This design comes from an exercise in tuning for small area, a short achievable clock period and few clock cycles per item on the open sky130 flow, not from production work. In this exercise RTL edits were held to simulation tests only and were not proved equivalent to the original. Power is estimated from default activity; no workload was simulated.

==> design.v <==
package skf_pkg;
  localparam int unsigned SampleW  = 16;
  localparam int unsigned EstW     = 32;
  localparam int unsigned CovW     = 32;
  localparam int unsigned FracW    = 24;
  localparam int unsigned CfgIdxW  = 2;
  localparam int unsigned CfgDataW = 32;
  localparam logic [CfgIdxW-1:0] CFG_PROCESS_NOISE      = 2'd0;
  localparam logic [CfgIdxW-1:0] CFG_MEASUREMENT_NOISE  = 2'd1;
  localparam logic [CfgIdxW-1:0] CFG_INITIAL_COVARIANCE = 2'd2;
  localparam logic [CovW-1:0] ProcessNoiseRst      = 32'd16777;
  localparam logic [CovW-1:0] MeasurementNoiseRst  = 32'd9110028;
  localparam logic [CovW-1:0] InitialCovarianceRst = 32'd335544;
endpackage
module skf_bk32 (
  input  logic [31:0] a,
  input  logic [31:0] b,
  input  logic ci,
  output logic [31:0] s,
  output logic co
);
  logic [31:0] p0, g0;
  assign p0 = a ^ b;
  assign g0 = a & b;
  logic gc0;
  assign gc0 = g0[0] | (p0[0] & ci);
  logic gg1, pp1;
  assign gg1 = g0[1] | (p0[1] & gc0);
  assign pp1 = p0[1] & p0[0];
  logic gg2, pp2;
  assign gg2 = g0[3] | (p0[3] & g0[2]);
  assign pp2 = p0[3] & p0[2];
  logic gg3, pp3;
  assign gg3 = g0[5] | (p0[5] & g0[4]);
  assign pp3 = p0[5] & p0[4];
  logic gg4, pp4;
  assign gg4 = g0[7] | (p0[7] & g0[6]);
  assign pp4 = p0[7] & p0[6];
  logic gg5, pp5;
  assign gg5 = g0[9] | (p0[9] & g0[8]);
  assign pp5 = p0[9] & p0[8];
  logic gg6, pp6;
  assign gg6 = g0[11] | (p0[11] & g0[10]);
  assign pp6 = p0[11] & p0[10];
  logic gg7, pp7;
  assign gg7 = g0[13] | (p0[13] & g0[12]);
  assign pp7 = p0[13] & p0[12];
  logic gg8, pp8;
  assign gg8 = g0[15] | (p0[15] & g0[14]);
  assign pp8 = p0[15] & p0[14];
  logic gg9, pp9;
  assign gg9 = g0[17] | (p0[17] & g0[16]);
  assign pp9 = p0[17] & p0[16];
  logic gg10, pp10;
  assign gg10 = g0[19] | (p0[19] & g0[18]);
  assign pp10 = p0[19] & p0[18];
  logic gg11, pp11;
  assign gg11 = g0[21] | (p0[21] & g0[20]);
  assign pp11 = p0[21] & p0[20];
  logic gg12, pp12;
  assign gg12 = g0[23] | (p0[23] & g0[22]);
  assign pp12 = p0[23] & p0[22];
  logic gg13, pp13;
  assign gg13 = g0[25] | (p0[25] & g0[24]);
  assign pp13 = p0[25] & p0[24];
  logic gg14, pp14;
  assign gg14 = g0[27] | (p0[27] & g0[26]);
  assign pp14 = p0[27] & p0[26];
  logic gg15, pp15;
  assign gg15 = g0[29] | (p0[29] & g0[28]);
  assign pp15 = p0[29] & p0[28];
  logic gg16, pp16;
  assign gg16 = g0[31] | (p0[31] & g0[30]);
  assign pp16 = p0[31] & p0[30];
  logic gg17, pp17;
  assign gg17 = gg2 | (pp2 & gg1);
  assign pp17 = pp2 & pp1;
  logic gg18, pp18;
  assign gg18 = gg4 | (pp4 & gg3);
  assign pp18 = pp4 & pp3;
  logic gg19, pp19;
  assign gg19 = gg6 | (pp6 & gg5);
  assign pp19 = pp6 & pp5;
  logic gg20, pp20;
  assign gg20 = gg8 | (pp8 & gg7);
  assign pp20 = pp8 & pp7;
  logic gg21, pp21;
  assign gg21 = gg10 | (pp10 & gg9);
  assign pp21 = pp10 & pp9;
  logic gg22, pp22;
  assign gg22 = gg12 | (pp12 & gg11);
  assign pp22 = pp12 & pp11;
  logic gg23, pp23;
  assign gg23 = gg14 | (pp14 & gg13);
  assign pp23 = pp14 & pp13;
  logic gg24, pp24;
  assign gg24 = gg16 | (pp16 & gg15);
  assign pp24 = pp16 & pp15;
  logic gg25, pp25;
  assign gg25 = gg18 | (pp18 & gg17);
  assign pp25 = pp18 & pp17;
  logic gg26, pp26;
  assign gg26 = gg20 | (pp20 & gg19);
  assign pp26 = pp20 & pp19;
  logic gg27, pp27;
  assign gg27 = gg22 | (pp22 & gg21);
  assign pp27 = pp22 & pp21;
  logic gg28, pp28;
  assign gg28 = gg24 | (pp24 & gg23);
  assign pp28 = pp24 & pp23;
  logic gg29, pp29;
  assign gg29 = gg26 | (pp26 & gg25);
  assign pp29 = pp26 & pp25;
  logic gg30, pp30;
  assign gg30 = gg28 | (pp28 & gg27);
  assign pp30 = pp28 & pp27;
  logic gg31, pp31;
  assign gg31 = gg30 | (pp30 & gg29);
  assign pp31 = pp30 & pp29;
  logic gg32, pp32;
  assign gg32 = gg27 | (pp27 & gg29);
  assign pp32 = pp27 & pp29;
  logic gg33, pp33;
  assign gg33 = gg19 | (pp19 & gg25);
  assign pp33 = pp19 & pp25;
  logic gg34, pp34;
  assign gg34 = gg21 | (pp21 & gg29);
  assign pp34 = pp21 & pp29;
  logic gg35, pp35;
  assign gg35 = gg23 | (pp23 & gg32);
  assign pp35 = pp23 & pp32;
  logic gg36, pp36;
  assign gg36 = gg3 | (pp3 & gg17);
  assign pp36 = pp3 & pp17;
  logic gg37, pp37;
  assign gg37 = gg5 | (pp5 & gg25);
  assign pp37 = pp5 & pp25;
  logic gg38, pp38;
  assign gg38 = gg7 | (pp7 & gg33);
  assign pp38 = pp7 & pp33;
  logic gg39, pp39;
  assign gg39 = gg9 | (pp9 & gg29);
  assign pp39 = pp9 & pp29;
  logic gg40, pp40;
  assign gg40 = gg11 | (pp11 & gg34);
  assign pp40 = pp11 & pp34;
  logic gg41, pp41;
  assign gg41 = gg13 | (pp13 & gg32);
  assign pp41 = pp13 & pp32;
  logic gg42, pp42;
  assign gg42 = gg15 | (pp15 & gg35);
  assign pp42 = pp15 & pp35;
  logic gg43, pp43;
  assign gg43 = g0[2] | (p0[2] & gg1);
  assign pp43 = p0[2] & pp1;
  logic gg44, pp44;
  assign gg44 = g0[4] | (p0[4] & gg17);
  assign pp44 = p0[4] & pp17;
  logic gg45, pp45;
  assign gg45 = g0[6] | (p0[6] & gg36);
  assign pp45 = p0[6] & pp36;
  logic gg46, pp46;
  assign gg46 = g0[8] | (p0[8] & gg25);
  assign pp46 = p0[8] & pp25;
  logic gg47, pp47;
  assign gg47 = g0[10] | (p0[10] & gg37);
  assign pp47 = p0[10] & pp37;
  logic gg48, pp48;
  assign gg48 = g0[12] | (p0[12] & gg33);
  assign pp48 = p0[12] & pp33;
  logic gg49, pp49;
  assign gg49 = g0[14] | (p0[14] & gg38);
  assign pp49 = p0[14] & pp38;
  logic gg50, pp50;
  assign gg50 = g0[16] | (p0[16] & gg29);
  assign pp50 = p0[16] & pp29;
  logic gg51, pp51;
  assign gg51 = g0[18] | (p0[18] & gg39);
  assign pp51 = p0[18] & pp39;
  logic gg52, pp52;
  assign gg52 = g0[20] | (p0[20] & gg34);
  assign pp52 = p0[20] & pp34;
  logic gg53, pp53;
  assign gg53 = g0[22] | (p0[22] & gg40);
  assign pp53 = p0[22] & pp40;
  logic gg54, pp54;
  assign gg54 = g0[24] | (p0[24] & gg32);
  assign pp54 = p0[24] & pp32;
  logic gg55, pp55;
  assign gg55 = g0[26] | (p0[26] & gg41);
  assign pp55 = p0[26] & pp41;
  logic gg56, pp56;
  assign gg56 = g0[28] | (p0[28] & gg35);
  assign pp56 = p0[28] & pp35;
  logic gg57, pp57;
  assign gg57 = g0[30] | (p0[30] & gg42);
  assign pp57 = p0[30] & pp42;
  logic [32:0] c;
  assign c[0] = ci;
  assign c[1] = gc0;
  assign c[2] = gg1;
  assign c[3] = gg43;
  assign c[4] = gg17;
  assign c[5] = gg44;
  assign c[6] = gg36;
  assign c[7] = gg45;
  assign c[8] = gg25;
  assign c[9] = gg46;
  assign c[10] = gg37;
  assign c[11] = gg47;
  assign c[12] = gg33;
  assign c[13] = gg48;
  assign c[14] = gg38;
  assign c[15] = gg49;
  assign c[16] = gg29;
  assign c[17] = gg50;
  assign c[18] = gg39;
  assign c[19] = gg51;
  assign c[20] = gg34;
  assign c[21] = gg52;
  assign c[22] = gg40;
  assign c[23] = gg53;
  assign c[24] = gg32;
  assign c[25] = gg54;
  assign c[26] = gg41;
  assign c[27] = gg55;
  assign c[28] = gg35;
  assign c[29] = gg56;
  assign c[30] = gg42;
  assign c[31] = gg57;
  assign c[32] = gg31;
  assign s  = p0 ^ c[31:0];
  assign co = c[32];
endmodule
module skf_bk34 (
  input  logic [33:0] a,
  input  logic [33:0] b,
  input  logic ci,
  output logic [33:0] s,
  output logic co
);
  logic [33:0] p0, g0;
  assign p0 = a ^ b;
  assign g0 = a & b;
  logic gc0;
  assign gc0 = g0[0] | (p0[0] & ci);
  logic gg1, pp1;
  assign gg1 = g0[1] | (p0[1] & gc0);
  assign pp1 = p0[1] & p0[0];
  logic gg2, pp2;
  assign gg2 = g0[3] | (p0[3] & g0[2]);
  assign pp2 = p0[3] & p0[2];
  logic gg3, pp3;
  assign gg3 = g0[5] | (p0[5] & g0[4]);
  assign pp3 = p0[5] & p0[4];
  logic gg4, pp4;
  assign gg4 = g0[7] | (p0[7] & g0[6]);
  assign pp4 = p0[7] & p0[6];
  logic gg5, pp5;
  assign gg5 = g0[9] | (p0[9] & g0[8]);
  assign pp5 = p0[9] & p0[8];
  logic gg6, pp6;
  assign gg6 = g0[11] | (p0[11] & g0[10]);
  assign pp6 = p0[11] & p0[10];
  logic gg7, pp7;
  assign gg7 = g0[13] | (p0[13] & g0[12]);
  assign pp7 = p0[13] & p0[12];
  logic gg8, pp8;
  assign gg8 = g0[15] | (p0[15] & g0[14]);
  assign pp8 = p0[15] & p0[14];
  logic gg9, pp9;
  assign gg9 = g0[17] | (p0[17] & g0[16]);
  assign pp9 = p0[17] & p0[16];
  logic gg10, pp10;
  assign gg10 = g0[19] | (p0[19] & g0[18]);
  assign pp10 = p0[19] & p0[18];
  logic gg11, pp11;
  assign gg11 = g0[21] | (p0[21] & g0[20]);
  assign pp11 = p0[21] & p0[20];
  logic gg12, pp12;
  assign gg12 = g0[23] | (p0[23] & g0[22]);
  assign pp12 = p0[23] & p0[22];
  logic gg13, pp13;
  assign gg13 = g0[25] | (p0[25] & g0[24]);
  assign pp13 = p0[25] & p0[24];
  logic gg14, pp14;
  assign gg14 = g0[27] | (p0[27] & g0[26]);
  assign pp14 = p0[27] & p0[26];
  logic gg15, pp15;
  assign gg15 = g0[29] | (p0[29] & g0[28]);
  assign pp15 = p0[29] & p0[28];
  logic gg16, pp16;
  assign gg16 = g0[31] | (p0[31] & g0[30]);
  assign pp16 = p0[31] & p0[30];
  logic gg17, pp17;
  assign gg17 = g0[33] | (p0[33] & g0[32]);
  assign pp17 = p0[33] & p0[32];
  logic gg18, pp18;
  assign gg18 = gg2 | (pp2 & gg1);
  assign pp18 = pp2 & pp1;
  logic gg19, pp19;
  assign gg19 = gg4 | (pp4 & gg3);
  assign pp19 = pp4 & pp3;
  logic gg20, pp20;
  assign gg20 = gg6 | (pp6 & gg5);
  assign pp20 = pp6 & pp5;
  logic gg21, pp21;
  assign gg21 = gg8 | (pp8 & gg7);
  assign pp21 = pp8 & pp7;
  logic gg22, pp22;
  assign gg22 = gg10 | (pp10 & gg9);
  assign pp22 = pp10 & pp9;
  logic gg23, pp23;
  assign gg23 = gg12 | (pp12 & gg11);
  assign pp23 = pp12 & pp11;
  logic gg24, pp24;
  assign gg24 = gg14 | (pp14 & gg13);
  assign pp24 = pp14 & pp13;
  logic gg25, pp25;
  assign gg25 = gg16 | (pp16 & gg15);
  assign pp25 = pp16 & pp15;
  logic gg26, pp26;
  assign gg26 = gg19 | (pp19 & gg18);
  assign pp26 = pp19 & pp18;
  logic gg27, pp27;
  assign gg27 = gg21 | (pp21 & gg20);
  assign pp27 = pp21 & pp20;
  logic gg28, pp28;
  assign gg28 = gg23 | (pp23 & gg22);
  assign pp28 = pp23 & pp22;
  logic gg29, pp29;
  assign gg29 = gg25 | (pp25 & gg24);
  assign pp29 = pp25 & pp24;
  logic gg30, pp30;
  assign gg30 = gg27 | (pp27 & gg26);
  assign pp30 = pp27 & pp26;
  logic gg31, pp31;
  assign gg31 = gg29 | (pp29 & gg28);
  assign pp31 = pp29 & pp28;
  logic gg32, pp32;
  assign gg32 = gg31 | (pp31 & gg30);
  assign pp32 = pp31 & pp30;
  logic gg33, pp33;
  assign gg33 = gg28 | (pp28 & gg30);
  assign pp33 = pp28 & pp30;
  logic gg34, pp34;
  assign gg34 = gg20 | (pp20 & gg26);
  assign pp34 = pp20 & pp26;
  logic gg35, pp35;
  assign gg35 = gg22 | (pp22 & gg30);
  assign pp35 = pp22 & pp30;
  logic gg36, pp36;
  assign gg36 = gg24 | (pp24 & gg33);
  assign pp36 = pp24 & pp33;
  logic gg37, pp37;
  assign gg37 = gg3 | (pp3 & gg18);
  assign pp37 = pp3 & pp18;
  logic gg38, pp38;
  assign gg38 = gg5 | (pp5 & gg26);
  assign pp38 = pp5 & pp26;
  logic gg39, pp39;
  assign gg39 = gg7 | (pp7 & gg34);
  assign pp39 = pp7 & pp34;
  logic gg40, pp40;
  assign gg40 = gg9 | (pp9 & gg30);
  assign pp40 = pp9 & pp30;
  logic gg41, pp41;
  assign gg41 = gg11 | (pp11 & gg35);
  assign pp41 = pp11 & pp35;
  logic gg42, pp42;
  assign gg42 = gg13 | (pp13 & gg33);
  assign pp42 = pp13 & pp33;
  logic gg43, pp43;
  assign gg43 = gg15 | (pp15 & gg36);
  assign pp43 = pp15 & pp36;
  logic gg44, pp44;
  assign gg44 = gg17 | (pp17 & gg32);
  assign pp44 = pp17 & pp32;
  logic gg45, pp45;
  assign gg45 = g0[2] | (p0[2] & gg1);
  assign pp45 = p0[2] & pp1;
  logic gg46, pp46;
  assign gg46 = g0[4] | (p0[4] & gg18);
  assign pp46 = p0[4] & pp18;
  logic gg47, pp47;
  assign gg47 = g0[6] | (p0[6] & gg37);
  assign pp47 = p0[6] & pp37;
  logic gg48, pp48;
  assign gg48 = g0[8] | (p0[8] & gg26);
  assign pp48 = p0[8] & pp26;
  logic gg49, pp49;
  assign gg49 = g0[10] | (p0[10] & gg38);
  assign pp49 = p0[10] & pp38;
  logic gg50, pp50;
  assign gg50 = g0[12] | (p0[12] & gg34);
  assign pp50 = p0[12] & pp34;
  logic gg51, pp51;
  assign gg51 = g0[14] | (p0[14] & gg39);
  assign pp51 = p0[14] & pp39;
  logic gg52, pp52;
  assign gg52 = g0[16] | (p0[16] & gg30);
  assign pp52 = p0[16] & pp30;
  logic gg53, pp53;
  assign gg53 = g0[18] | (p0[18] & gg40);
  assign pp53 = p0[18] & pp40;
  logic gg54, pp54;
  assign gg54 = g0[20] | (p0[20] & gg35);
  assign pp54 = p0[20] & pp35;
  logic gg55, pp55;
  assign gg55 = g0[22] | (p0[22] & gg41);
  assign pp55 = p0[22] & pp41;
  logic gg56, pp56;
  assign gg56 = g0[24] | (p0[24] & gg33);
  assign pp56 = p0[24] & pp33;
  logic gg57, pp57;
  assign gg57 = g0[26] | (p0[26] & gg42);
  assign pp57 = p0[26] & pp42;
  logic gg58, pp58;
  assign gg58 = g0[28] | (p0[28] & gg36);
  assign pp58 = p0[28] & pp36;
  logic gg59, pp59;
  assign gg59 = g0[30] | (p0[30] & gg43);
  assign pp59 = p0[30] & pp43;
  logic gg60, pp60;
  assign gg60 = g0[32] | (p0[32] & gg32);
  assign pp60 = p0[32] & pp32;
  logic [34:0] c;
  assign c[0] = ci;
  assign c[1] = gc0;
  assign c[2] = gg1;
  assign c[3] = gg45;
  assign c[4] = gg18;
  assign c[5] = gg46;
  assign c[6] = gg37;
  assign c[7] = gg47;
  assign c[8] = gg26;
  assign c[9] = gg48;
  assign c[10] = gg38;
  assign c[11] = gg49;
  assign c[12] = gg34;
  assign c[13] = gg50;
  assign c[14] = gg39;
  assign c[15] = gg51;
  assign c[16] = gg30;
  assign c[17] = gg52;
  assign c[18] = gg40;
  assign c[19] = gg53;
  assign c[20] = gg35;
  assign c[21] = gg54;
  assign c[22] = gg41;
  assign c[23] = gg55;
  assign c[24] = gg33;
  assign c[25] = gg56;
  assign c[26] = gg42;
  assign c[27] = gg57;
  assign c[28] = gg36;
  assign c[29] = gg58;
  assign c[30] = gg43;
  assign c[31] = gg59;
  assign c[32] = gg32;
  assign c[33] = gg60;
  assign c[34] = gg44;
  assign s  = p0 ^ c[33:0];
  assign co = c[34];
endmodule
module skf_bk35 (
  input  logic [34:0] a,
  input  logic [34:0] b,
  input  logic ci,
  output logic [34:0] s,
  output logic co
);
  logic [34:0] p0, g0;
  assign p0 = a ^ b;
  assign g0 = a & b;
  logic gc0;
  assign gc0 = g0[0] | (p0[0] & ci);
  logic gg1, pp1;
  assign gg1 = g0[1] | (p0[1] & gc0);
  assign pp1 = p0[1] & p0[0];
  logic gg2, pp2;
  assign gg2 = g0[3] | (p0[3] & g0[2]);
  assign pp2 = p0[3] & p0[2];
  logic gg3, pp3;
  assign gg3 = g0[5] | (p0[5] & g0[4]);
  assign pp3 = p0[5] & p0[4];
  logic gg4, pp4;
  assign gg4 = g0[7] | (p0[7] & g0[6]);
  assign pp4 = p0[7] & p0[6];
  logic gg5, pp5;
  assign gg5 = g0[9] | (p0[9] & g0[8]);
  assign pp5 = p0[9] & p0[8];
  logic gg6, pp6;
  assign gg6 = g0[11] | (p0[11] & g0[10]);
  assign pp6 = p0[11] & p0[10];
  logic gg7, pp7;
  assign gg7 = g0[13] | (p0[13] & g0[12]);
  assign pp7 = p0[13] & p0[12];
  logic gg8, pp8;
  assign gg8 = g0[15] | (p0[15] & g0[14]);
  assign pp8 = p0[15] & p0[14];
  logic gg9, pp9;
  assign gg9 = g0[17] | (p0[17] & g0[16]);
  assign pp9 = p0[17] & p0[16];
  logic gg10, pp10;
  assign gg10 = g0[19] | (p0[19] & g0[18]);
  assign pp10 = p0[19] & p0[18];
  logic gg11, pp11;
  assign gg11 = g0[21] | (p0[21] & g0[20]);
  assign pp11 = p0[21] & p0[20];
  logic gg12, pp12;
  assign gg12 = g0[23] | (p0[23] & g0[22]);
  assign pp12 = p0[23] & p0[22];
  logic gg13, pp13;
  assign gg13 = g0[25] | (p0[25] & g0[24]);
  assign pp13 = p0[25] & p0[24];
  logic gg14, pp14;
  assign gg14 = g0[27] | (p0[27] & g0[26]);
  assign pp14 = p0[27] & p0[26];
  logic gg15, pp15;
  assign gg15 = g0[29] | (p0[29] & g0[28]);
  assign pp15 = p0[29] & p0[28];
  logic gg16, pp16;
  assign gg16 = g0[31] | (p0[31] & g0[30]);
  assign pp16 = p0[31] & p0[30];
  logic gg17, pp17;
  assign gg17 = g0[33] | (p0[33] & g0[32]);
  assign pp17 = p0[33] & p0[32];
  logic gg18, pp18;
  assign gg18 = gg2 | (pp2 & gg1);
  assign pp18 = pp2 & pp1;
  logic gg19, pp19;
  assign gg19 = gg4 | (pp4 & gg3);
  assign pp19 = pp4 & pp3;
  logic gg20, pp20;
  assign gg20 = gg6 | (pp6 & gg5);
  assign pp20 = pp6 & pp5;
  logic gg21, pp21;
  assign gg21 = gg8 | (pp8 & gg7);
  assign pp21 = pp8 & pp7;
  logic gg22, pp22;
  assign gg22 = gg10 | (pp10 & gg9);
  assign pp22 = pp10 & pp9;
  logic gg23, pp23;
  assign gg23 = gg12 | (pp12 & gg11);
  assign pp23 = pp12 & pp11;
  logic gg24, pp24;
  assign gg24 = gg14 | (pp14 & gg13);
  assign pp24 = pp14 & pp13;
  logic gg25, pp25;
  assign gg25 = gg16 | (pp16 & gg15);
  assign pp25 = pp16 & pp15;
  logic gg26, pp26;
  assign gg26 = gg19 | (pp19 & gg18);
  assign pp26 = pp19 & pp18;
  logic gg27, pp27;
  assign gg27 = gg21 | (pp21 & gg20);
  assign pp27 = pp21 & pp20;
  logic gg28, pp28;
  assign gg28 = gg23 | (pp23 & gg22);
  assign pp28 = pp23 & pp22;
  logic gg29, pp29;
  assign gg29 = gg25 | (pp25 & gg24);
  assign pp29 = pp25 & pp24;
  logic gg30, pp30;
  assign gg30 = gg27 | (pp27 & gg26);
  assign pp30 = pp27 & pp26;
  logic gg31, pp31;
  assign gg31 = gg29 | (pp29 & gg28);
  assign pp31 = pp29 & pp28;
  logic gg32, pp32;
  assign gg32 = gg31 | (pp31 & gg30);
  assign pp32 = pp31 & pp30;
  logic gg33, pp33;
  assign gg33 = gg28 | (pp28 & gg30);
  assign pp33 = pp28 & pp30;
  logic gg34, pp34;
  assign gg34 = gg20 | (pp20 & gg26);
  assign pp34 = pp20 & pp26;
  logic gg35, pp35;
  assign gg35 = gg22 | (pp22 & gg30);
  assign pp35 = pp22 & pp30;
  logic gg36, pp36;
  assign gg36 = gg24 | (pp24 & gg33);
  assign pp36 = pp24 & pp33;
  logic gg37, pp37;
  assign gg37 = gg3 | (pp3 & gg18);
  assign pp37 = pp3 & pp18;
  logic gg38, pp38;
  assign gg38 = gg5 | (pp5 & gg26);
  assign pp38 = pp5 & pp26;
  logic gg39, pp39;
  assign gg39 = gg7 | (pp7 & gg34);
  assign pp39 = pp7 & pp34;
  logic gg40, pp40;
  assign gg40 = gg9 | (pp9 & gg30);
  assign pp40 = pp9 & pp30;
  logic gg41, pp41;
  assign gg41 = gg11 | (pp11 & gg35);
  assign pp41 = pp11 & pp35;
  logic gg42, pp42;
  assign gg42 = gg13 | (pp13 & gg33);
  assign pp42 = pp13 & pp33;
  logic gg43, pp43;
  assign gg43 = gg15 | (pp15 & gg36);
  assign pp43 = pp15 & pp36;
  logic gg44, pp44;
  assign gg44 = gg17 | (pp17 & gg32);
  assign pp44 = pp17 & pp32;
  logic gg45, pp45;
  assign gg45 = g0[2] | (p0[2] & gg1);
  assign pp45 = p0[2] & pp1;
  logic gg46, pp46;
  assign gg46 = g0[4] | (p0[4] & gg18);
  assign pp46 = p0[4] & pp18;
  logic gg47, pp47;
  assign gg47 = g0[6] | (p0[6] & gg37);
  assign pp47 = p0[6] & pp37;
  logic gg48, pp48;
  assign gg48 = g0[8] | (p0[8] & gg26);
  assign pp48 = p0[8] & pp26;
  logic gg49, pp49;
  assign gg49 = g0[10] | (p0[10] & gg38);
  assign pp49 = p0[10] & pp38;
  logic gg50, pp50;
  assign gg50 = g0[12] | (p0[12] & gg34);
  assign pp50 = p0[12] & pp34;
  logic gg51, pp51;
  assign gg51 = g0[14] | (p0[14] & gg39);
  assign pp51 = p0[14] & pp39;
  logic gg52, pp52;
  assign gg52 = g0[16] | (p0[16] & gg30);
  assign pp52 = p0[16] & pp30;
  logic gg53, pp53;
  assign gg53 = g0[18] | (p0[18] & gg40);
  assign pp53 = p0[18] & pp40;
  logic gg54, pp54;
  assign gg54 = g0[20] | (p0[20] & gg35);
  assign pp54 = p0[20] & pp35;
  logic gg55, pp55;
  assign gg55 = g0[22] | (p0[22] & gg41);
  assign pp55 = p0[22] & pp41;
  logic gg56, pp56;
  assign gg56 = g0[24] | (p0[24] & gg33);
  assign pp56 = p0[24] & pp33;
  logic gg57, pp57;
  assign gg57 = g0[26] | (p0[26] & gg42);
  assign pp57 = p0[26] & pp42;
  logic gg58, pp58;
  assign gg58 = g0[28] | (p0[28] & gg36);
  assign pp58 = p0[28] & pp36;
  logic gg59, pp59;
  assign gg59 = g0[30] | (p0[30] & gg43);
  assign pp59 = p0[30] & pp43;
  logic gg60, pp60;
  assign gg60 = g0[32] | (p0[32] & gg32);
  assign pp60 = p0[32] & pp32;
  logic gg61, pp61;
  assign gg61 = g0[34] | (p0[34] & gg44);
  assign pp61 = p0[34] & pp44;
  logic [35:0] c;
  assign c[0] = ci;
  assign c[1] = gc0;
  assign c[2] = gg1;
  assign c[3] = gg45;
  assign c[4] = gg18;
  assign c[5] = gg46;
  assign c[6] = gg37;
  assign c[7] = gg47;
  assign c[8] = gg26;
  assign c[9] = gg48;
  assign c[10] = gg38;
  assign c[11] = gg49;
  assign c[12] = gg34;
  assign c[13] = gg50;
  assign c[14] = gg39;
  assign c[15] = gg51;
  assign c[16] = gg30;
  assign c[17] = gg52;
  assign c[18] = gg40;
  assign c[19] = gg53;
  assign c[20] = gg35;
  assign c[21] = gg54;
  assign c[22] = gg41;
  assign c[23] = gg55;
  assign c[24] = gg33;
  assign c[25] = gg56;
  assign c[26] = gg42;
  assign c[27] = gg57;
  assign c[28] = gg36;
  assign c[29] = gg58;
  assign c[30] = gg43;
  assign c[31] = gg59;
  assign c[32] = gg32;
  assign c[33] = gg60;
  assign c[34] = gg44;
  assign c[35] = gg61;
  assign s  = p0 ^ c[34:0];
  assign co = c[35];
endmodule
module skf_bk36 (
  input  logic [35:0] a,
  input  logic [35:0] b,
  input  logic ci,
  output logic [35:0] s,
  output logic co
);
  logic [35:0] p0, g0;
  assign p0 = a ^ b;
  assign g0 = a & b;
  logic gc0;
  assign gc0 = g0[0] | (p0[0] & ci);
  logic gg1, pp1;
  assign gg1 = g0[1] | (p0[1] & gc0);
  assign pp1 = p0[1] & p0[0];
  logic gg2, pp2;
  assign gg2 = g0[3] | (p0[3] & g0[2]);
  assign pp2 = p0[3] & p0[2];
  logic gg3, pp3;
  assign gg3 = g0[5] | (p0[5] & g0[4]);
  assign pp3 = p0[5] & p0[4];
  logic gg4, pp4;
  assign gg4 = g0[7] | (p0[7] & g0[6]);
  assign pp4 = p0[7] & p0[6];
  logic gg5, pp5;
  assign gg5 = g0[9] | (p0[9] & g0[8]);
  assign pp5 = p0[9] & p0[8];
  logic gg6, pp6;
  assign gg6 = g0[11] | (p0[11] & g0[10]);
  assign pp6 = p0[11] & p0[10];
  logic gg7, pp7;
  assign gg7 = g0[13] | (p0[13] & g0[12]);
  assign pp7 = p0[13] & p0[12];
  logic gg8, pp8;
  assign gg8 = g0[15] | (p0[15] & g0[14]);
  assign pp8 = p0[15] & p0[14];
  logic gg9, pp9;
  assign gg9 = g0[17] | (p0[17] & g0[16]);
  assign pp9 = p0[17] & p0[16];
  logic gg10, pp10;
  assign gg10 = g0[19] | (p0[19] & g0[18]);
  assign pp10 = p0[19] & p0[18];
  logic gg11, pp11;
  assign gg11 = g0[21] | (p0[21] & g0[20]);
  assign pp11 = p0[21] & p0[20];
  logic gg12, pp12;
  assign gg12 = g0[23] | (p0[23] & g0[22]);
  assign pp12 = p0[23] & p0[22];
  logic gg13, pp13;
  assign gg13 = g0[25] | (p0[25] & g0[24]);
  assign pp13 = p0[25] & p0[24];
  logic gg14, pp14;
  assign gg14 = g0[27] | (p0[27] & g0[26]);
  assign pp14 = p0[27] & p0[26];
  logic gg15, pp15;
  assign gg15 = g0[29] | (p0[29] & g0[28]);
  assign pp15 = p0[29] & p0[28];
  logic gg16, pp16;
  assign gg16 = g0[31] | (p0[31] & g0[30]);
  assign pp16 = p0[31] & p0[30];
  logic gg17, pp17;
  assign gg17 = g0[33] | (p0[33] & g0[32]);
  assign pp17 = p0[33] & p0[32];
  logic gg18, pp18;
  assign gg18 = g0[35] | (p0[35] & g0[34]);
  assign pp18 = p0[35] & p0[34];
  logic gg19, pp19;
  assign gg19 = gg2 | (pp2 & gg1);
  assign pp19 = pp2 & pp1;
  logic gg20, pp20;
  assign gg20 = gg4 | (pp4 & gg3);
  assign pp20 = pp4 & pp3;
  logic gg21, pp21;
  assign gg21 = gg6 | (pp6 & gg5);
  assign pp21 = pp6 & pp5;
  logic gg22, pp22;
  assign gg22 = gg8 | (pp8 & gg7);
  assign pp22 = pp8 & pp7;
  logic gg23, pp23;
  assign gg23 = gg10 | (pp10 & gg9);
  assign pp23 = pp10 & pp9;
  logic gg24, pp24;
  assign gg24 = gg12 | (pp12 & gg11);
  assign pp24 = pp12 & pp11;
  logic gg25, pp25;
  assign gg25 = gg14 | (pp14 & gg13);
  assign pp25 = pp14 & pp13;
  logic gg26, pp26;
  assign gg26 = gg16 | (pp16 & gg15);
  assign pp26 = pp16 & pp15;
  logic gg27, pp27;
  assign gg27 = gg18 | (pp18 & gg17);
  assign pp27 = pp18 & pp17;
  logic gg28, pp28;
  assign gg28 = gg20 | (pp20 & gg19);
  assign pp28 = pp20 & pp19;
  logic gg29, pp29;
  assign gg29 = gg22 | (pp22 & gg21);
  assign pp29 = pp22 & pp21;
  logic gg30, pp30;
  assign gg30 = gg24 | (pp24 & gg23);
  assign pp30 = pp24 & pp23;
  logic gg31, pp31;
  assign gg31 = gg26 | (pp26 & gg25);
  assign pp31 = pp26 & pp25;
  logic gg32, pp32;
  assign gg32 = gg29 | (pp29 & gg28);
  assign pp32 = pp29 & pp28;
  logic gg33, pp33;
  assign gg33 = gg31 | (pp31 & gg30);
  assign pp33 = pp31 & pp30;
  logic gg34, pp34;
  assign gg34 = gg33 | (pp33 & gg32);
  assign pp34 = pp33 & pp32;
  logic gg35, pp35;
  assign gg35 = gg30 | (pp30 & gg32);
  assign pp35 = pp30 & pp32;
  logic gg36, pp36;
  assign gg36 = gg21 | (pp21 & gg28);
  assign pp36 = pp21 & pp28;
  logic gg37, pp37;
  assign gg37 = gg23 | (pp23 & gg32);
  assign pp37 = pp23 & pp32;
  logic gg38, pp38;
  assign gg38 = gg25 | (pp25 & gg35);
  assign pp38 = pp25 & pp35;
  logic gg39, pp39;
  assign gg39 = gg27 | (pp27 & gg34);
  assign pp39 = pp27 & pp34;
  logic gg40, pp40;
  assign gg40 = gg3 | (pp3 & gg19);
  assign pp40 = pp3 & pp19;
  logic gg41, pp41;
  assign gg41 = gg5 | (pp5 & gg28);
  assign pp41 = pp5 & pp28;
  logic gg42, pp42;
  assign gg42 = gg7 | (pp7 & gg36);
  assign pp42 = pp7 & pp36;
  logic gg43, pp43;
  assign gg43 = gg9 | (pp9 & gg32);
  assign pp43 = pp9 & pp32;
  logic gg44, pp44;
  assign gg44 = gg11 | (pp11 & gg37);
  assign pp44 = pp11 & pp37;
  logic gg45, pp45;
  assign gg45 = gg13 | (pp13 & gg35);
  assign pp45 = pp13 & pp35;
  logic gg46, pp46;
  assign gg46 = gg15 | (pp15 & gg38);
  assign pp46 = pp15 & pp38;
  logic gg47, pp47;
  assign gg47 = gg17 | (pp17 & gg34);
  assign pp47 = pp17 & pp34;
  logic gg48, pp48;
  assign gg48 = g0[2] | (p0[2] & gg1);
  assign pp48 = p0[2] & pp1;
  logic gg49, pp49;
  assign gg49 = g0[4] | (p0[4] & gg19);
  assign pp49 = p0[4] & pp19;
  logic gg50, pp50;
  assign gg50 = g0[6] | (p0[6] & gg40);
  assign pp50 = p0[6] & pp40;
  logic gg51, pp51;
  assign gg51 = g0[8] | (p0[8] & gg28);
  assign pp51 = p0[8] & pp28;
  logic gg52, pp52;
  assign gg52 = g0[10] | (p0[10] & gg41);
  assign pp52 = p0[10] & pp41;
  logic gg53, pp53;
  assign gg53 = g0[12] | (p0[12] & gg36);
  assign pp53 = p0[12] & pp36;
  logic gg54, pp54;
  assign gg54 = g0[14] | (p0[14] & gg42);
  assign pp54 = p0[14] & pp42;
  logic gg55, pp55;
  assign gg55 = g0[16] | (p0[16] & gg32);
  assign pp55 = p0[16] & pp32;
  logic gg56, pp56;
  assign gg56 = g0[18] | (p0[18] & gg43);
  assign pp56 = p0[18] & pp43;
  logic gg57, pp57;
  assign gg57 = g0[20] | (p0[20] & gg37);
  assign pp57 = p0[20] & pp37;
  logic gg58, pp58;
  assign gg58 = g0[22] | (p0[22] & gg44);
  assign pp58 = p0[22] & pp44;
  logic gg59, pp59;
  assign gg59 = g0[24] | (p0[24] & gg35);
  assign pp59 = p0[24] & pp35;
  logic gg60, pp60;
  assign gg60 = g0[26] | (p0[26] & gg45);
  assign pp60 = p0[26] & pp45;
  logic gg61, pp61;
  assign gg61 = g0[28] | (p0[28] & gg38);
  assign pp61 = p0[28] & pp38;
  logic gg62, pp62;
  assign gg62 = g0[30] | (p0[30] & gg46);
  assign pp62 = p0[30] & pp46;
  logic gg63, pp63;
  assign gg63 = g0[32] | (p0[32] & gg34);
  assign pp63 = p0[32] & pp34;
  logic gg64, pp64;
  assign gg64 = g0[34] | (p0[34] & gg47);
  assign pp64 = p0[34] & pp47;
  logic [36:0] c;
  assign c[0] = ci;
  assign c[1] = gc0;
  assign c[2] = gg1;
  assign c[3] = gg48;
  assign c[4] = gg19;
  assign c[5] = gg49;
  assign c[6] = gg40;
  assign c[7] = gg50;
  assign c[8] = gg28;
  assign c[9] = gg51;
  assign c[10] = gg41;
  assign c[11] = gg52;
  assign c[12] = gg36;
  assign c[13] = gg53;
  assign c[14] = gg42;
  assign c[15] = gg54;
  assign c[16] = gg32;
  assign c[17] = gg55;
  assign c[18] = gg43;
  assign c[19] = gg56;
  assign c[20] = gg37;
  assign c[21] = gg57;
  assign c[22] = gg44;
  assign c[23] = gg58;
  assign c[24] = gg35;
  assign c[25] = gg59;
  assign c[26] = gg45;
  assign c[27] = gg60;
  assign c[28] = gg38;
  assign c[29] = gg61;
  assign c[30] = gg46;
  assign c[31] = gg62;
  assign c[32] = gg34;
  assign c[33] = gg63;
  assign c[34] = gg47;
  assign c[35] = gg64;
  assign c[36] = gg39;
  assign s  = p0 ^ c[35:0];
  assign co = c[36];
endmodule
module scalar_kalman_filter (
  input  logic                          clk_i,
  input  logic                          rst_ni,
  input  logic                          sample_valid_i,
  output logic                          sample_ready_o,
  input  logic [skf_pkg::SampleW-1:0]   sample_i,
  output logic                          estimate_valid_o,
  input  logic                          estimate_ready_i,
  output logic [skf_pkg::EstW-1:0]      estimate_o,
  input  logic                          cfg_valid_i,
  output logic                          cfg_ready_o,
  input  logic [skf_pkg::CfgIdxW-1:0]   cfg_index_i,
  input  logic [skf_pkg::CfgDataW-1:0]  cfg_data_i
);
  logic [31:0] q_q, r_q, p_q;
  logic [31:0] x_q;
  logic        out_valid_q;
  logic        bvalid_q;
  logic [15:0] b_q;
  localparam int S_IDLE = 0, S_DEN = 1, S_DIV = 2, S_ACC = 3, S_FIN = 4;
  logic [4:0]  pst_q;
  logic [3:0]  pcnt_q;
  logic [31:0] pp_q, den_q, rem_q;
  logic [24:0] qr_q;
  logic [34:0] a_q;        
  logic [20:0] us_q, uc_q;  
  logic        zero_q;
  logic        qvalid_q;    
  logic        conv_q;      
  logic        chk_q;       
  localparam logic [1:0] X_IDLE = 2'd0, X_MUL = 2'd1, X_FIN = 2'd2;
  logic [1:0]  xst_q;
  logic        xstep_q;     
  logic [32:0] d_q;
  logic [20:0] bsel_q;      
  logic        xfin_q;      
  logic [37:0] as_q, ac_q;  
  logic        cy_q;        
  logic [33:0] alu_a, alu_b, alu_s;
  logic [31:0] alu_sat;
  logic        alu_ci;
  logic [33:0] f_a, f_b, f_c, f_s, f_c2;
  assign f_a  = {2'b00, pp_q};
  assign f_b  = ~{2'b00, us_q, a_q[34:24]};
  assign f_c  = ~{2'b00, uc_q, 11'd0};
  assign f_s  = f_a ^ f_b ^ f_c;
  assign f_c2 = {((f_a[32:0] & f_b[32:0]) | (f_a[32:0] & f_c[32:0]) | (f_b[32:0] & f_c[32:0])), 1'b1};
  assign alu_a  = ({34{pst_q[S_IDLE]}} & {2'b00, p_q}) |
                  ({34{pst_q[S_DEN]}}  & {2'b00, pp_q}) |
                  ({34{pst_q[S_FIN]}}  & f_s);
  assign alu_b  = ({34{pst_q[S_IDLE]}} & {2'b00, q_q}) |
                  ({34{pst_q[S_DEN]}}  & {2'b00, r_q}) |
                  ({34{pst_q[S_FIN]}}  & f_c2);
  assign alu_ci = pst_q[S_FIN] & (a_q[23:0] == 24'd0);
  assign alu_s  = alu_a + alu_b + {33'd0, alu_ci};
  assign alu_sat = alu_s[32] ? 32'hFFFF_FFFF : alu_s[31:0];
  logic int_bit, zero_n;
  assign zero_n  = (pp_q == 32'd0) && (r_q == 32'd0);
  assign int_bit = ((r_q == 32'd0) || (pp_q == 32'hFFFF_FFFF)) && !zero_n;
  logic peq, start;
  assign peq   = chk_q && (den_q == p_q);
  assign start = pst_q[S_IDLE] && bvalid_q && !qvalid_q && !conv_q && !peq;
  logic [33:0] rem4;
  logic [34:0] s1, s2, s3, t_x, t_y, t_z, t_s, t_c;
  logic [35:0] t_sum;
  logic [1:0]  qd;
  logic [31:0] rem_n;
  assign rem4  = {rem_q, 2'b00};
  skf_bk35 u_s1 (.a({1'b0, rem4}), .b(~{3'b000, den_q}), .ci(1'b1), .s(s1), .co());
  skf_bk35 u_s2 (.a({1'b0, rem4}), .b(~{2'b00, den_q, 1'b0}), .ci(1'b1), .s(s2), .co());
  assign t_x   = {1'b0, rem4};
  assign t_y   = ~{2'b00, den_q, 1'b0};
  assign t_z   = ~{3'b000, den_q};
  assign t_s   = t_x ^ t_y ^ t_z;
  assign t_c   = (t_x & t_y) | (t_x & t_z) | (t_y & t_z);
  skf_bk36 u_s3 (.a({t_s, 1'b1}), .b({t_c[33:0], 2'b11}), .ci(1'b0), .s(t_sum), .co());
  assign s3    = t_sum[35:1];
  always_comb begin
    if (zero_q)        begin qd = 2'd0; rem_n = rem4[31:0]; end
    else if (!s3[34])  begin qd = 2'd3; rem_n = s3[31:0];   end
    else if (!s2[34])  begin qd = 2'd2; rem_n = s2[31:0];   end
    else if (!s1[34])  begin qd = 2'd1; rem_n = s1[31:0];   end
    else               begin qd = 2'd0; rem_n = rem4[31:0]; end
  end
  logic [34:0] ax, ay, az, as_, ac;
  logic [35:0] alo;
  assign ax  = {a_q[32:0], 2'b00};
  assign ay  = qr_q[1] ? {2'b00, pp_q, 1'b0} : 35'd0;
  assign az  = qr_q[0] ? {3'b000, pp_q} : 35'd0;
  assign as_ = ax ^ ay ^ az;
  assign ac  = (ax & ay) | (ax & az) | (ay & az);
  skf_bk36 u_alo (.a({1'b0, as_}), .b({ac, 1'b0}), .ci(1'b0), .s(alo), .co());
  logic        kready, fin_ok, dload;
  logic [32:0] r_s, r_c;
  logic        r_cy;
  logic [32:0] dl_a, dl_b, dl_c, dl_d, dl_s1, dl_c1, dl_s2, dl_c2;
  logic [33:0] dl_sum;
  logic [31:0] xa_s, xa_c;
  logic [31:0] x_n;
  assign kready = qvalid_q || conv_q;
  assign fin_ok = !out_valid_q || estimate_ready_i;
  assign dload  = bvalid_q && kready &&
                  ((xst_q == X_IDLE) || (xfin_q && fin_ok));
  assign r_s  = xfin_q ? as_q[32:0] : 33'd0;
  assign r_c  = xfin_q ? ac_q[32:0] : 33'd0;
  assign r_cy = xfin_q & cy_q;
  assign dl_a  = {b_q[15], b_q, 16'h0000};
  assign dl_b  = ~{x_q[31], x_q};
  assign dl_c  = ~r_s;
  assign dl_d  = ~r_c;
  assign dl_s1 = dl_a ^ dl_b ^ dl_c;
  assign dl_c1 = {((dl_a[31:0] & dl_b[31:0]) | (dl_a[31:0] & dl_c[31:0]) | (dl_b[31:0] & dl_c[31:0])), 1'b1};
  assign dl_s2 = dl_s1 ^ dl_c1 ^ dl_d;
  assign dl_c2 = {((dl_s1[31:0] & dl_c1[31:0]) | (dl_s1[31:0] & dl_d[31:0]) | (dl_c1[31:0] & dl_d[31:0])), 1'b1};
  skf_bk34 u_dadd (.a({1'b0, dl_s2}), .b({1'b0, dl_c2}), .ci(!r_cy), .s(dl_sum), .co());
  assign xa_s = x_q ^ as_q[31:0] ^ ac_q[31:0];
  assign xa_c = {((x_q[30:0] & as_q[30:0]) | (x_q[30:0] & ac_q[30:0]) | (as_q[30:0] & ac_q[30:0])), 1'b0};
  skf_bk32 u_xadd (.a(xa_s), .b(xa_c), .ci(cy_q), .s(x_n), .co());
  function automatic logic [20:0] booth7(input logic [13:0] k, input logic km1);
    logic [14:0] kk;
    kk = {k, km1};
    for (int i = 0; i < 7; i++) begin
      booth7[3*i+2] = kk[2*i+2] && !(kk[2*i+1] && kk[2*i]);
      booth7[3*i+1] = (kk[2*i+2] && !kk[2*i+1] && !kk[2*i]) ||
                      (!kk[2*i+2] && kk[2*i+1] && kk[2*i]);
      booth7[3*i]   = kk[2*i+1] ^ kk[2*i];
    end
  endfunction
  logic [20:0] bsel_lo, bsel_hi;
  always_comb begin
    bsel_lo = booth7({2'b00, qr_q[11:0]}, 1'b0);
    bsel_lo[20:18] = 3'b000;
    bsel_hi = booth7({1'b0, qr_q[24:12]}, qr_q[11]);
  end
  localparam int MW = 50;
  logic [MW-1:0] dw, pp [7];
  logic [6:0]    pneg;
  logic [MW-1:0] m_as, m_ac;
  logic [MW-1:0] l1as, l1ac, l1bs, l1bc, l1cs, l1cc, l2as, l2ac, l2bs, l2bc;
  logic [MW-1:0] l3s, l3c, vs, vc;
  logic [12:0]   lowsum;
  function automatic logic [MW-1:0] csa_s(input logic [MW-1:0] a, b, c);
    csa_s = a ^ b ^ c;
  endfunction
  function automatic logic [MW-1:0] csa_c(input logic [MW-1:0] a, b, c, input logic cin);
    csa_c = {((a[MW-2:0] & b[MW-2:0]) | (a[MW-2:0] & c[MW-2:0]) | (b[MW-2:0] & c[MW-2:0])), cin};
  endfunction
  always_comb begin
    dw = {{(MW-33){d_q[32]}}, d_q};
    for (int i = 0; i < 7; i++) begin
      logic [MW-1:0] m;
      m = ({MW{bsel_q[3*i]}} & dw) | ({MW{bsel_q[3*i+1]}} & {dw[MW-2:0], 1'b0});
      m = m ^ {MW{bsel_q[3*i+2]}};
      pneg[i] = bsel_q[3*i+2];
      pp[i] = (m << (2*i)) | ({MW{pneg[i]}} & ((MW'(1) << (2*i)) - MW'(1)));
    end
    m_as = xstep_q ? {{(MW-38){as_q[37]}}, as_q} : '0;
    m_ac = xstep_q ? {{(MW-38){ac_q[37]}}, ac_q} : '0;
    l1as = csa_s(m_as, m_ac, pp[0]);   l1ac = csa_c(m_as, m_ac, pp[0], pneg[0]);
    l1bs = csa_s(pp[1], pp[2], pp[3]); l1bc = csa_c(pp[1], pp[2], pp[3], pneg[1]);
    l1cs = csa_s(pp[4], pp[5], pp[6]); l1cc = csa_c(pp[4], pp[5], pp[6], pneg[2]);
    l2as = csa_s(l1as, l1ac, l1bs);    l2ac = csa_c(l1as, l1ac, l1bs, pneg[3]);
    l2bs = csa_s(l1bc, l1cs, l1cc);    l2bc = csa_c(l1bc, l1cs, l1cc, pneg[4]);
    l3s  = csa_s(l2as, l2ac, l2bs);    l3c  = csa_c(l2as, l2ac, l2bs, pneg[5]);
    vs   = csa_s(l3s, l3c, l2bc);      vc   = csa_c(l3s, l3c, l2bc, pneg[6]);
    lowsum = {1'b0, vs[11:0]} + {1'b0, vc[11:0]} + {12'd0, xstep_q & cy_q};
  end
  always_ff @(posedge clk_i or negedge rst_ni) begin
    if (!rst_ni) begin
      q_q         <= skf_pkg::ProcessNoiseRst;
      r_q         <= skf_pkg::MeasurementNoiseRst;
      p_q         <= skf_pkg::InitialCovarianceRst;
      x_q         <= '0;
      out_valid_q <= 1'b0;
      bvalid_q    <= 1'b0;
      pst_q       <= 5'b00001;
      pcnt_q      <= '0;
      qvalid_q    <= 1'b0;
      conv_q      <= 1'b0;
      chk_q       <= 1'b0;
      xst_q       <= X_IDLE;
      xfin_q      <= 1'b0;
      xstep_q     <= 1'b0;
    end else begin
      if (sample_valid_i && !bvalid_q) bvalid_q <= 1'b1;
      else if (dload)                  bvalid_q <= 1'b0;
      chk_q <= pst_q[S_FIN];
      if (peq) conv_q <= 1'b1;
      if (start) pst_q <= 5'b00010;
      if (pst_q[S_DEN]) begin
        pst_q  <= 5'b00100;
        pcnt_q <= '0;
      end
      if (pst_q[S_DIV]) begin
        pcnt_q <= pcnt_q + 4'd1;
        if (pcnt_q == 4'd11) begin
          pst_q    <= 5'b01000;
          qvalid_q <= 1'b1;
        end
      end
      if (pst_q[S_ACC]) pst_q <= 5'b10000;
      if (pst_q[S_FIN]) begin
        pst_q <= 5'b00001;
        p_q   <= alu_s[31:0];
      end
      if (dload && !(pst_q[S_DIV] && pcnt_q == 4'd11)) qvalid_q <= 1'b0;
      unique case (xst_q)
        X_IDLE: if (dload) begin xst_q <= X_MUL; xstep_q <= 1'b0; end
        X_MUL: begin
          xstep_q <= 1'b1;
          if (xstep_q) begin
            xst_q  <= X_FIN;
            xfin_q <= 1'b1;
          end
        end
        X_FIN: if (fin_ok) begin
          xfin_q  <= 1'b0;
          x_q     <= x_n;
          xst_q   <= dload ? X_MUL : X_IDLE;
          xstep_q <= 1'b0;
        end
        default: xst_q <= X_IDLE;
      endcase
      if (xst_q == X_FIN && fin_ok) out_valid_q <= 1'b1;
      else if (estimate_ready_i)     out_valid_q <= 1'b0;
      if (cfg_valid_i) begin
        unique case (cfg_index_i)
          skf_pkg::CFG_PROCESS_NOISE:      q_q <= cfg_data_i;
          skf_pkg::CFG_MEASUREMENT_NOISE:  r_q <= cfg_data_i;
          skf_pkg::CFG_INITIAL_COVARIANCE: p_q <= cfg_data_i;
          default: ;
        endcase
        if (cfg_index_i != 2'd3) begin
          conv_q   <= 1'b0;
          qvalid_q <= 1'b0;
        end
      end
    end
  end
  always_ff @(posedge clk_i) begin
    if (sample_valid_i && !bvalid_q) b_q <= sample_i;
    if (pst_q[S_IDLE]) pp_q <= alu_sat;
    if (pst_q[S_DEN]) begin
      den_q  <= alu_sat;
      zero_q <= zero_n;
    end else if (pst_q[S_FIN]) begin
      den_q  <= p_q;
    end
    rem_q <= pst_q[S_DEN] ? (int_bit ? 32'd0 : pp_q) : rem_n;
    if (pst_q[S_DEN])      qr_q <= {24'd0, int_bit};
    else if (pst_q[S_DIV]) qr_q <= {qr_q[22:0], qd};
    if (pst_q[S_DEN]) begin
      a_q  <= '0;
      us_q <= '0;
      uc_q <= '0;
    end else begin
      a_q  <= alo[34:0];
      us_q <= {us_q[18:0], a_q[34:33]};
      uc_q <= {uc_q[18:0], 1'b0, alo[35]};
    end
    if (dload) begin
      d_q    <= dl_sum[32:0];
      bsel_q <= bsel_lo;
    end else begin
      bsel_q <= bsel_hi;
    end
    if (xst_q == X_MUL) begin
      as_q <= vs[49:12];
      ac_q <= vc[49:12];
      cy_q <= lowsum[12];
    end
  end
  assign sample_ready_o   = !bvalid_q;
  assign cfg_ready_o      = 1'b1;
  assign estimate_valid_o = out_valid_q;
  assign estimate_o       = x_q;
endmodule
==> run.sh <==
#!/bin/bash
# synth_recipe.tcl (not shown) runs the flow's synth.tcl, then flattens the netlist and writes it again
# the make line also repeats each setting of config.mk as NAME=value (left out here)
make -C /OpenROAD-flow-scripts/flow DESIGN_CONFIG=/design/flow/config.mk WORK_HOME=/design/flow/orfs CLKGATE_MAP_FILE= SYNTH_SCRIPT=/design/flow/synth_recipe.tcl finish
==> config.mk <==
export PLATFORM = sky130hd
export DESIGN_NAME = scalar_kalman_filter
export DESIGN_NICKNAME = scalar_kalman_filter
export VERILOG_FILES = /design/flow/design.v
export SDC_FILE = /design/flow/constraint.sdc
export NUM_CORES = 4
export LEC_CHECK = 0
export ABC_AREA = 1
export CAP_MARGIN = 20
export CORE_MARGIN = 2
export CORE_UTILIZATION = 40
export SLEW_MARGIN = 20
==> constraint.sdc <==
create_clock -name core_clock -period 5.0 [get_ports {clk_i}]
set_input_delay 1.0000 -clock core_clock [delete_from_list [all_inputs] [get_ports {clk_i}]]
set_output_delay 1.0000 -clock core_clock [all_outputs]
set_load 0.01 [all_outputs]
==> results of run 1 <==
-- through the flow --
step / utilization [%] / setup WS [ns] / area (µm²)
6_report: 44.3 / 0.578 / 50700
5_1_grt: 44.3 / 0.239 / 50700
4_1_cts: 44.3 / 0.538 / 50700
3_5_place_dp: 42.4 / 0.561 / 48500
3_3_place_gp: 42.4 / 0.649 / 48500
2_1_floorplan: - / 0.671 / 46100
-- final cells by class --
| type | count | area [µm²] |
|---|---|---|
| Fill cell | 11300 | 63600 |
| Clock buffer | 86 | 1770 |
| Tap cell | 1512 | 1890 |
| Timing Repair Buffer | 157 | 1450 |
| Sequential cell | 478 | 12200 |
| Multi-Input combinational cell | 3664 | 29000 |
| Inverter | 1033 | 3880 |
| Clock inverter | 26 | 438 |
-- registers in the layout, indices dropped and copies added (netlist names), 20 cells and up --
signal / flops
pp_q: 32
r_q: 32
ac_q: 37
rem_q: 32
q_q: 32
as_q: 36
a_q: 35
d_q: 33
bsel_q: 20
p_q: 32
us_q: 21
den_q: 32
x_q: 32
qr_q: 25
-- logic make-up (layout without fill, tap and decap cells) --
kind of cell             Yosys count  count (layout)  synth area share [%]
AND/OR/NAND/NOR                 1680            1680                  14.8
XOR/XNOR                         341             341                  6.48
buffers and inverters           1261            1302                  10.5
adder cells (fa/ha/maj)          822             822                  31.0
flip-flops                       478             478                  26.5
AO/OA/AOI/OAI                    820             820                  10.6
other                              1               1               0.00814
-- final timing paths --
check	startpoint	endpoint	slack, ns	depth (start not counted)
hold reg to reg	a_q[34]	us_q[1]	0.41	2
hold / removal	rst_ni	x_q[9]	0.32	1
setup reg to reg	bsel_q[1]	cy_q	0.58	16
setup / recovery	bsel_q[1]	cy_q	0.58	16
max in group asynchronous	rst_ni	qvalid_q	3.47	2
min in group core_clock	a_q[34]	us_q[1]	0.41	2
-- layout by cell type (no fill, tap or decap), types with 9 or more instances in the layout --
| cell type | count |
|---|---|
| nand2_2 | 45 |
| xnor2_1 | 63 |
| nand4_1 | 31 |
| ha_1 | 287 |
| o22ai_1 | 234 |
| o211ai_1 | 37 |
| inv_1 | 1019 |
| o21ai_1 | 29 |
| nand2_1 | 1145 |
| inv_2 | 12 |
| dfrtp_1 | 119 |
| nor2_1 | 270 |
| a21o_1 | 12 |
| edfxtp_1 | 189 |
| o21ai_0 | 193 |
| clkbuf_1 | 13 |
| dfxtp_1 | 142 |
| clkdlybuf4s50_1 | 87 |
| nor4_1 | 27 |
| xor2_1 | 278 |
| o21bai_1 | 15 |
| a22oi_1 | 9 |
| a31oi_1 | 25 |
| buf_4 | 65 |
| dfstp_2 | 22 |
| clkbuf_16 | 64 |
| a21oi_1 | 199 |
| nor3_1 | 20 |
| nand3_1 | 116 |
| fa_1 | 535 |
-- worst max-delay path: stages (launching register included) --
cell     delay [ns]
dfxtp_1        0.30
inv_1          0.22
buf_4          0.39
o22ai_1        0.16
xor2_1         0.19
fa_1           0.46
fa_1           0.58
fa_1           0.44
fa_1           0.49
inv_1          0.04
ha_1           0.30
a21oi_1        0.13
o21ai_0        0.09
a21oi_1        0.14
o21ai_0        0.10
nand3_1        0.08
nand2_1        0.05
-- power by group through the flow --
stage	Combinational (mW)	Sequential, mW	Clock, mW
global placement	16.5	6.75	0
detailed placement	17.0	6.76	0
global route	19.6	6.76	5.12
floorplan	12.0	6.46	0
CTS	17.2	6.69	4.98
finish	16.9	6.67	4.88
-- layer usage --
metal  GRT usage (%)  part of all wire, %
met5               0                    0
met4            10.2                  4.9
met3            3.08                  5.2
met2            40.2                   49
met1            29.7                   41
==> flow_summary_export.csv, run 1 <==
group,metric,value,unit
synth,synth_most_common_cell,"nand2_1",
sta,finalCritPeriodShare,88.4,%
sta,tns,0,ns
power,power_density,561,nW/µm²
cts,clock-sinks,478,
cts,clk_pin_slew,0.06,ns
cts,insertion_delay,0.73,ns
critical_path,crit_type,"flip-flop to flip-flop",
floorplanning,start_util,40.3,%
synth,yosysTopAreaCellShare,23.2,%
synth,ys_seq_area_share,26.5,%
power,peakVddDrop,0.485,mV
sta,period_needed,4.42,ns
drt,vias,36100,
grt,grt_pass1_wl,215000,µm
drt,wl_per_cell,19.6,µm
power,total_power,28.5,mW
drt,drt-total-wl,136000,µm
power,switching_share,44.0,%
final_layout,nets,6270,
sta,finalSetupViolations,0,
placement,hpwl,106000,µm
floorplanning,num_rows,124,
final_layout,drive_gt1_share,5.24,%
synth,synth_fp_nets,6280,
placement,placedCellCount,6844,
cts,hold_buffers,0,
sta,slew-limit-headroom,18.6,%
cts,post_cts_buffers,0,
synth,synth.avg_cell_area,8.53,µm²
synth,synth_edf_count,189,
grt,grt_pass1_vias,36900,
drt,viasPerCell,5.20,
sta,rsz0062_at_grt,"false",
grt,grt_max_degree,78,
floorplanning,die_y,343,µm
cts,cts-root-buf,"clkbuf_16",
final_layout,fin_cells,6956,
grt,antenna_found_initial,1,
critical_path,crit_path_start_kind,"flip-flop",
sta,slew_violations,0,
placement,io_buffers,88,
floorplanning,die_x,343,µm
critical_path,end_kind,"flip-flop",
run,cap_violations,0,
outcome,status,"timing/DRC/antenna clean",
synth,synth_largest_area_cell,"fa_1",
sta,tightest_slew,1.21,ns
power,leakage,24.8,nW
sta,clock_skew,0.103,ns
synth,async_reset_ff_share,30.5,%
grt,gr-usage-all-layers,23.5,%
critical_path,cp_max_fo,25,
cts,h-tree-depth,2,
synth,synthTopCellsByCount,"nand2_1, inv_1, fa_1",
sta,finalHoldWorstSlack,0.323,ns
cts,cts_buffers,59,
grt,gr-total-overflow,0,
power,p_sw,12.5,mW
synth,synth.distinct_cells,62,
cts,clock_path_buffers,3,
floorplanning,core_area,114000,µm²
floorplanning,num_io_pins,90,
placement,place_congestion,0.999,
critical_path,required,5.46,ns
drt,drc_errors,0,
critical_path,arrival,4.88,ns
synth,synth_cells,5403,
power,power_frac_seq,23.4,%
power,p_clk_share,17.1,%
synth,ys_warn_count,2,
cts,cts_tree,"yes",
floorplanning,dieArea,118000,µm²
power,power_frac_comb,59.4,%
drt,drtPass1Iterations,5,
synth,synth_area_leaders,"fa_1, edfxtp_1, nand2_1",
cts,cts_resized,0,
final_layout,syn_to_final_growth,10.0,%
synth,synth-main-ff-cell,"edfxtp_1",
drt,drt_iter0_drc,2541,
sta,fmaxAchievable,0.226,GHz
drt,ant_nets,0,
final_layout,n_antenna_cell,0,
synth,synth_seq_cells,478,
power,intPower,15.9,mW
min_path,hp-class,"input pin to asynchronous set/reset pin",
sta,hold_violations,0,
synth,mappedNetlistArea,46100,µm²
Testbench counts, summed over its fixed seeds: cycles 38,079, items 4,800.
==> inputs of run 2 (changes only) <==
--- a/config.mk
+++ b/config.mk
@@ -9,4 +9,5 @@
 export CAP_MARGIN = 20
 export CORE_MARGIN = 2
 export CORE_UTILIZATION = 40
+export SETUP_SLACK_MARGIN = 0.5
 export SLEW_MARGIN = 20
==> run 2 against run 1 <==
  * Clock power hardly changed
  * Non-clock buffer count increased by 31
  * Sequential share of layout area decreased by 0.15 points
  * Final cell count increased by 0.46%
  * Clock-buffer cell count did not move
  * Sequential cell count did not move
  * Sequential power is essentially flat
  * Via count rose by 0.45%
  * Setup slack improved by 0.12 ns
  * Still clean on timing, DRC and antenna
  * Power is 0.19% higher
  * First-iteration DRC count shrank 0.67%
  * Highest routed layer unchanged
  * Hold slack lost 0.0014 ns
==> flow_summary_export.csv, run 2 <==
group,metric,value,unit
placement,place_ws,0.561,ns
floorplanning,num_io_pins,90,
synth,synth_edf_count,189,
floorplanning,start_util,40.3,%
cts,hold_buffers,0,
power,peakVddDrop,0.480,mV
synth,synth-main-ff-cell,"edfxtp_1",
sta,fin_ws,0.700,ns
grt,gr-usage-all-layers,23.5,%
placement,io_buffers,88,
final_layout,fin_cells,6988,
final_layout,regMostFlops,"ac_q",
cts,clock_path_buffers,3,
critical_path,slowest_stage,"fa_1",
critical_path,critPathMaxStageDelay,0.59,ns
cts,cts_tree,"yes",
cts,cts_buffers,59,
sta,fmaxAchievable,0.233,GHz
grt,antenna_found_initial,1,
synth,async_reset_ff_share,30.5,%
cts,clock-sinks,478,
sta,finalCritPeriodShare,86.0,%
drt,drc_errors,0,
critical_path,end_kind,"flip-flop",
power,power_frac_comb,59.5,%
placement,place_congestion,0.999,
sta,clock_skew,0.100,ns
cts,cts-root-buf,"clkbuf_16",
synth,synth.avg_cell_area,8.53,µm²
drt,wl_per_cell,19.6,µm
power,p_sw,12.6,mW
sta,rsz0062_at_grt,"true",
min_path,hp-class,"input pin to asynchronous set/reset pin",
final_layout,biggestRegsByFlops,"ac_q (37), as_q (36), a_q (35)",
synth,synth_fp_nets,6280,
power,leakage,24.9,nW
floorplanning,dieArea,118000,µm²
drt,vias,36300,
drt,ant_nets,0,
synth,ys_warn_count,2,
critical_path,cp_max_fo,12,
final_layout,nets,6302,
sta,slew_violations,0,
sta,slew-limit-headroom,18.3,%
critical_path,cp_cell_sequence,"clkinvlp_4 > o22ai_1 > xor2_1 > fa_1 > inv_1 > fa_1 > fa_1 > fa_1 > inv_1 > ha_1 > a21oi_1 > o21ai_0 > a21oi_1 > o21ai_0 > nand3_1 > nand2_1",
drt,drtPass1Iterations,8,
final_layout,drive_gt1_share,6.03,%
power,power_frac_seq,23.4,%
floorplanning,num_rows,124,
drt,drt-total-wl,137000,µm
grt,grt_pass1_vias,36900,
synth,synth_most_common_cell,"nand2_1",
drt,drt_iter0_drc,2524,
run,cap_violations,0,
placement,placedCellCount,6844,
synth,synth_area_leaders,"fa_1, edfxtp_1, nand2_1",
grt,grt_max_degree,78,
synth,synthTopCellsByCount,"nand2_1, inv_1, fa_1",
power,p_clk_share,17.1,%
cts,h-tree-depth,2,
final_layout,n_fill_cell,11300,
critical_path,path_common_cell,"fa_1",
sta,tightest_slew,1.21,ns
critical_path,crit_path_start_kind,"flip-flop",
power,switching_share,44.0,%
sta,finalHoldWorstSlack,0.321,ns
sta,period_needed,4.30,ns
sta,tns,0,ns
synth,synth_cells,5403,
placement,hpwl,106000,µm
outcome,status,"timing/DRC/antenna clean",
cts,insertion_delay,0.73,ns
synth,synth_seq_cells,478,
grt,gr-total-overflow,0,
synth,synth_largest_area_cell,"fa_1",
final_layout,n_antenna_cell,0,
grt,grt_pass1_wl,215000,µm
sta,finalSetupViolations,0,
final_layout,largest_register_ffs,37,
drt,viasPerCell,5.20,
final_layout,seqCellArea,12200,µm²
synth,ys_seq_area_share,26.5,%
sta,hold_violations,0,
cts,clk_pin_slew,0.06,ns
final_layout,final_common_cell,"nand2_1",
critical_path,required,5.46,ns
final_layout,multiInputGateArea,29100,µm²
final_layout,layout_common_cells,"nand2_1, inv_1, fa_1, ha_1, xor2_1",
critical_path,arrival,4.76,ns
floorplanning,core_area,114000,µm²
floorplanning,die_x,343,µm
floorplanning,die_y,343,µm
synth,mappedNetlistArea,46100,µm²
synth,yosysTopAreaCellShare,23.2,%
final_layout,syn_to_final_growth,10.7,%
critical_path,crit_type,"flip-flop to flip-flop",
power,power_density,559,nW/µm²
synth,synth.distinct_cells,62,
power,intPower,16.0,mW
run 2: changes by cell type in the layout (fill, tap and decap cells not counted), moves of 2 or more:
| cell | delta |
|---|---|
| buf_4 | +28 |
| inv_1 | -9 |
| clkinvlp_4 | +8 |
| a31oi_1 | -2 |
| a31oi_2 | +2 |
| buf_6 | +2 |
run 2: area by class of cell:
class / instances / share of cell area [%]
well taps: 1512 / 3.71
clock inverters: 26 / 0.859
repair buffers: 188 / 3.34
repair inverters: 1 / 0.00981
flip-flops and latches: 478 / 24.0
multi-input cells: 3664 / 57.0
inverters: 1033 / 7.66
clock buffers: 86 / 3.47
run 2: per-stage QoR:
| stage | power, mW | instance area [µm²] | utilization, % |
|---|---|---|---|
| 2_1_floorplan | 18.4 | 46100 | - |
| 3_3_place_gp | 23.3 | 48500 | 42.4 |
| 3_5_place_dp | 23.7 | 48500 | 42.4 |
| 4_1_cts | 28.9 | 50700 | 44.3 |
| 5_1_grt | 31.6 | 51000 | 44.6 |
| 6_report | 28.5 | 51000 | 44.6 |
run 2: power groups by stage:
stage	logic (mW)	clock network [mW]	registers, mW
finish	17.0	4.88	6.67
global route	19.7	5.12	6.76
CTS	17.2	4.98	6.69
detailed placement	17.0	0	6.76
global placement	16.5	0	6.75
floorplan	12.0	0	6.46
run 2: cells by family after synthesis:
logic type / synth area share (%)
compound gates: 10.6
xor+xnor: 6.48
fa+ha+maj: 31.0
buf+inv: 10.5
flops: 26.5
other cells: 0.00814
simple gates: 14.8
run 2: worst max-delay path: cells and delay by family (launching register included):
| family | cells | cell delay [ns] |
|---|---|---|
| AO/OA/AOI/OAI | 5 | 0.73 |
| AND/OR/NAND/NOR | 2 | 0.13 |
| buffers and inverters | 3 | 0.35 |
| flip-flops | 1 | 0.37 |
| XOR/XNOR | 1 | 0.12 |
| adder cells (fa/ha/maj) | 5 | 2.33 |
run 2: final timing paths:
check	from	endpoint	slack (ns)	cells after the start
worst max-delay path	d_q[2]	cy_q	0.70	16
min in group core_clock	a_q[34]	us_q[1]	0.41	2
max in group asynchronous	rst_ni	qvalid_q	3.46	2
worst min-delay path	rst_ni	x_q[9]	0.32	1
worst max register to register	d_q[2]	cy_q	0.70	16
worst min register to register	a_q[34]	us_q[1]	0.41	2
run 2: repair_timing:
| item | CTS | global route |
|---|---|---|
| gates resized for setup | 0 | 16 |
| setup buffers | 0 | 31 |
| setup endpoints to repair | 0 | 3 |
| hold endpoints to repair | 0 | 0 |
run 2: per-layer routing:
| metal | GRT usage [%] | wire (µm) | vias to the layer above | share of wire [%] |
|---|---|---|---|---|
| met5 | 0 | 0 | - | 0 |
| met4 | 10.2 | 6790 | 0 | 5.0 |
| met3 | 3.08 | 7120 | 315 | 5.2 |
| met2 | 40.2 | 66800 | 1072 | 49 |
| met1 | 29.7 | 56200 | 17800 | 41 |
| li1 | - | - | 17100 | - |

==> afterwards: timing with drivers on the ports <==
The results above use ideal ports. As a check the final layouts listed here were re-extracted and re-timed, cells and wires unchanged. Step 1 sets driving cells, clkbuf_16 on the clock port and buf_2 on the other inputs (assumed; they add their load-dependent delay and slew). Step 2 times the ports against the registers' clock, not the clock port: input delays grow and output delays shrink by t, the midpoint of the rising clock arrivals with the driver on. a / b / c = no drivers / after step 1 / after step 2; a / b = the first two.
run | t, ns | slack for setup (ns) | worst setup path after step 2 | worst slew at a driven data input, ns
run 1 | 0.739 | 0.578 / 0.578 / 0.578 | register to register | 0.05
run 2 | 0.742 | 0.700 / 0.700 / 0.700 | register to register | 0.05
After both steps setup and hold are still met in every run listed.
